Source: an optimization exercise on an open RTL-to-GDS flow (aim: small area, a short achievable clock period and few clock cycles per item). Production flows keep margins and buffers that such runs may drop.
At most, simulation tests tie the RTL to the original design; equivalence was not proved.
Power is estimated from default activity; no workload was simulated.

==> flow/design.v (excerpt) <==
module selective_repeat_sender_window_top (
    input  logic                                 clk,
    input  logic                                 rst_n,
    input  logic                                 start,
    output logic                                 busy,
    input  logic [5:0]                           item,      
    input  logic                                 cfg_we,
    input  logic [srsw_pkg::CFG_IDX_W-1:0]       cfg_idx,
    input  logic [srsw_pkg::CFG_W-1:0]           cfg_data,
    output logic                                 result_valid,
    output logic [29:0]                          result     
);
clock: 10.0 ns
lec_check: 0
cap_margin: 20
core_margin: 2
core_utilization: 60
cts_cluster_diameter: 100
cts_cluster_size: 22
place_density: 0.75
slew_margin: 20
standard.sh (not shown) runs the stock make flow with config.mk's settings and CLKGATE_MAP_FILE= SYNTH_SCRIPT=/design/flow/synth_recipe.tcl, a recipe that flattens the netlist after the stock synthesis.
==> flow/flow/run.sh <==
#!/bin/bash
export SETUP_SLACK_MARGIN=6.5
bash standard.sh > standard.log 2>&1
The first run finished with timing, DRC and antenna clean.
Testbench counts at the start, summed over its fixed seeds: cycles 3,216, items 3,200.
Next try:
CTS_CLUSTER_SIZE = 28   (was 22)
After rerunning:
- The changed run finished clean
- worst hold slack improved by 0.0048 ns
- die area is unchanged
- routed wire length is about the same
Next try:
CORE_UTILIZATION = 66   (was 60)
CTS_CLUSTER_SIZE = 22   (was 28)
PLACE_DENSITY = 0.8   (was 0.75)
What happened: Critical path depth falls by 2; wire length increases by a few percent; core utilization climbs by 6.2 points; clock-buffer cell count rose by 7; power rose by a few percent; setup slack is better by 0.045 ns; non-clock buffer count went down by 2; flip-flop and latch count is unchanged; via count is higher by a few percent; fmax is higher slightly.
Next try:
CORE_UTILIZATION = 60   (was 66)
CTS_CLUSTER_DIAMETER = default   (was 100)
CTS_CLUSTER_SIZE = default   (was 22)
PLACE_DENSITY = 0.75   (was 0.8)
Via count falls by 2.9%; wire length falls by 4.8%; total power rises by 9.4%; setup slack gets worse by 0.047 ns; cell area rises by 3.8%; global-route usage falls by 6.7 points; clock power rises by 73%; sequential share of layout area falls by 1.2 points; utilization falls by 4.0 points; worst hold slack gets worse by 0.037 ns; synthesized area does not change.

run C:
selective_repeat_sender_window_top, a different RTL version from the one above (not shown whole).
Size in the first run: roughly 53 I/O pins, ~0.035 mm² of cells after synthesis.
clock: 10.0 ns
lec_check: 0
cap_margin: 20
core_margin: 2
core_utilization: 60
place_density: 0.75
slew_margin: 20
==> flow/flow/run.sh <==
#!/bin/bash
export SETUP_SLACK_MARGIN=6.5
export TNS_END_PERCENT=0
bash standard.sh > standard.log 2>&1
## Diff of input files: run D against run C
==> flow/flow/run.sh <==
#!/bin/bash
export SETUP_SLACK_MARGIN=6.5
bash standard.sh > standard.log 2>&1
Results
Run comparison: run C standard cell with the maximum stage delay on the critical path a2111oi_0; run D standard cell with the maximum stage delay on the critical path a2111oi_4. Diff run C -> run D: sequential share of power lost 0.2 points, hold slack neither gained nor lost much. Worst-case reg-to-reg path depth ends up lower on run C. Run D and run C ended up with roughly the same detailed-route wire length on metal 1. Count of clock-buffer cells in the layout: run C vs run D identical. From run C to run D the numbers moved as follows: final wirelength was more or less identical, proportion of power drawn by the clock network went down by 0.2 points. Delta (run D minus run C): minimum period implied by the final worst setup slack went down 0.19 ns, count of instances resized after the clock tree is built went up 31, met1 usage in global routing went up 0.33 points.
Function was not checked in any run of this note: the RTL went through the layout flow alone.

main:
selective_repeat_sender_window_top, a different RTL version from the one above (not shown whole).
Size: about 3800 cells after synthesis, roughly 590 flip-flops, roughly 53 I/O pins.
==> flow/config.mk <==
export PLATFORM = sky130hd
export DESIGN_NAME = selective_repeat_sender_window_top
export DESIGN_NICKNAME = selective_repeat_sender_window_top
export VERILOG_FILES = /design/flow/design.v
export SDC_FILE = /design/flow/constraint.sdc
export NUM_CORES = 4
export LEC_CHECK = 0
export CAP_MARGIN = 20
export CORE_MARGIN = 2
export CORE_UTILIZATION = 60
export CTS_CLUSTER_DIAMETER = 100
export CTS_CLUSTER_SIZE = 22
export PLACE_DENSITY = 0.75
export SLEW_MARGIN = 20
==> flow/constraint.sdc <==
create_clock -name core_clock -period 10.0 [get_ports {clk}]
set_input_delay 2.0000 -clock core_clock [delete_from_list [all_inputs] [get_ports {clk}]]
set_output_delay 2.0000 -clock core_clock [all_outputs]
set_load 0.01 [all_outputs]
==> flow/flow/run.sh <==
#!/bin/bash
export SETUP_SLACK_MARGIN=6.5
bash standard.sh > standard.log 2>&1
## Diff of input files: the feature branch against main
- removing CTS_CLUSTER_DIAMETER (formerly 100)
- removing CTS_CLUSTER_SIZE (formerly 22)
[summary]
The feature branch vs main: layout overhead on the synthesized area up in the feature branch. nor2b_1 as the cell at the slowest stage of the critical path was reported by main, and dfstp_2 by the feature branch. Compared with main, in the feature branch power moved up; final area increased 3.3%.
No run of this note included a check of the RTL's function; only the layout flow was run.

re-timing with driven ports:
The results above use ideal ports. As a check the final layouts listed here were re-extracted and re-timed, cells and wires unchanged. Step 1, drivers: a clkbuf_16 drives clk and a buf_2 each remaining input, both assumed. Step 2 adds t to the input delays and takes it off the output delays; t is the mean of the earliest and latest rising clock arrival at the registers after step 1. Input paths then give back, and output paths get back, about the clock's delay inside the block. a / b / c = ideal / step 1 / step 2; a / b = the first two.
| run | t, ns | setup WS [ns] | slew at the worst register clock pin (ns) | worst slew at a driven data input, ns |
|---|---|---|---|---|
| the first run of note 1 | 0.649 | 6.448 / 6.448 / 6.371 | 0.10 / 0.10 | 0.05 |
| the second run of note 1 | 0.697 | 6.450 / 6.404 / 6.350 | 0.12 / 0.12 | 0.05 |
| the third run of note 1 | 0.736 | 6.494 / 6.494 / 6.147 | 0.10 / 0.10 | 0.05 |
| the fourth run of note 1 | 0.675 | 6.447 / 6.447 / 6.338 | 0.06 / 0.06 | 0.05 |
| run C | 0.684 | 6.254 / 6.254 / 6.254 | 0.06 / 0.06 | 0.07 |
| run D | 0.685 | 6.444 / 6.444 / 6.294 | 0.06 / 0.06 | 0.07 |
| main | 0.653 | 6.488 / 6.488 / 6.365 | 0.10 / 0.10 | 0.12 |
| the feature branch | 0.693 | 6.485 / 6.468 / 6.363 | 0.06 / 0.06 | 0.13 |
After both steps every run listed still meets setup and hold. The setup slack of the third run of note 1, which loses most, moves by 0.000 ns with the drivers and by -0.347 ns with both steps. The worst setup slack also covers recovery checks on asynchronous resets.
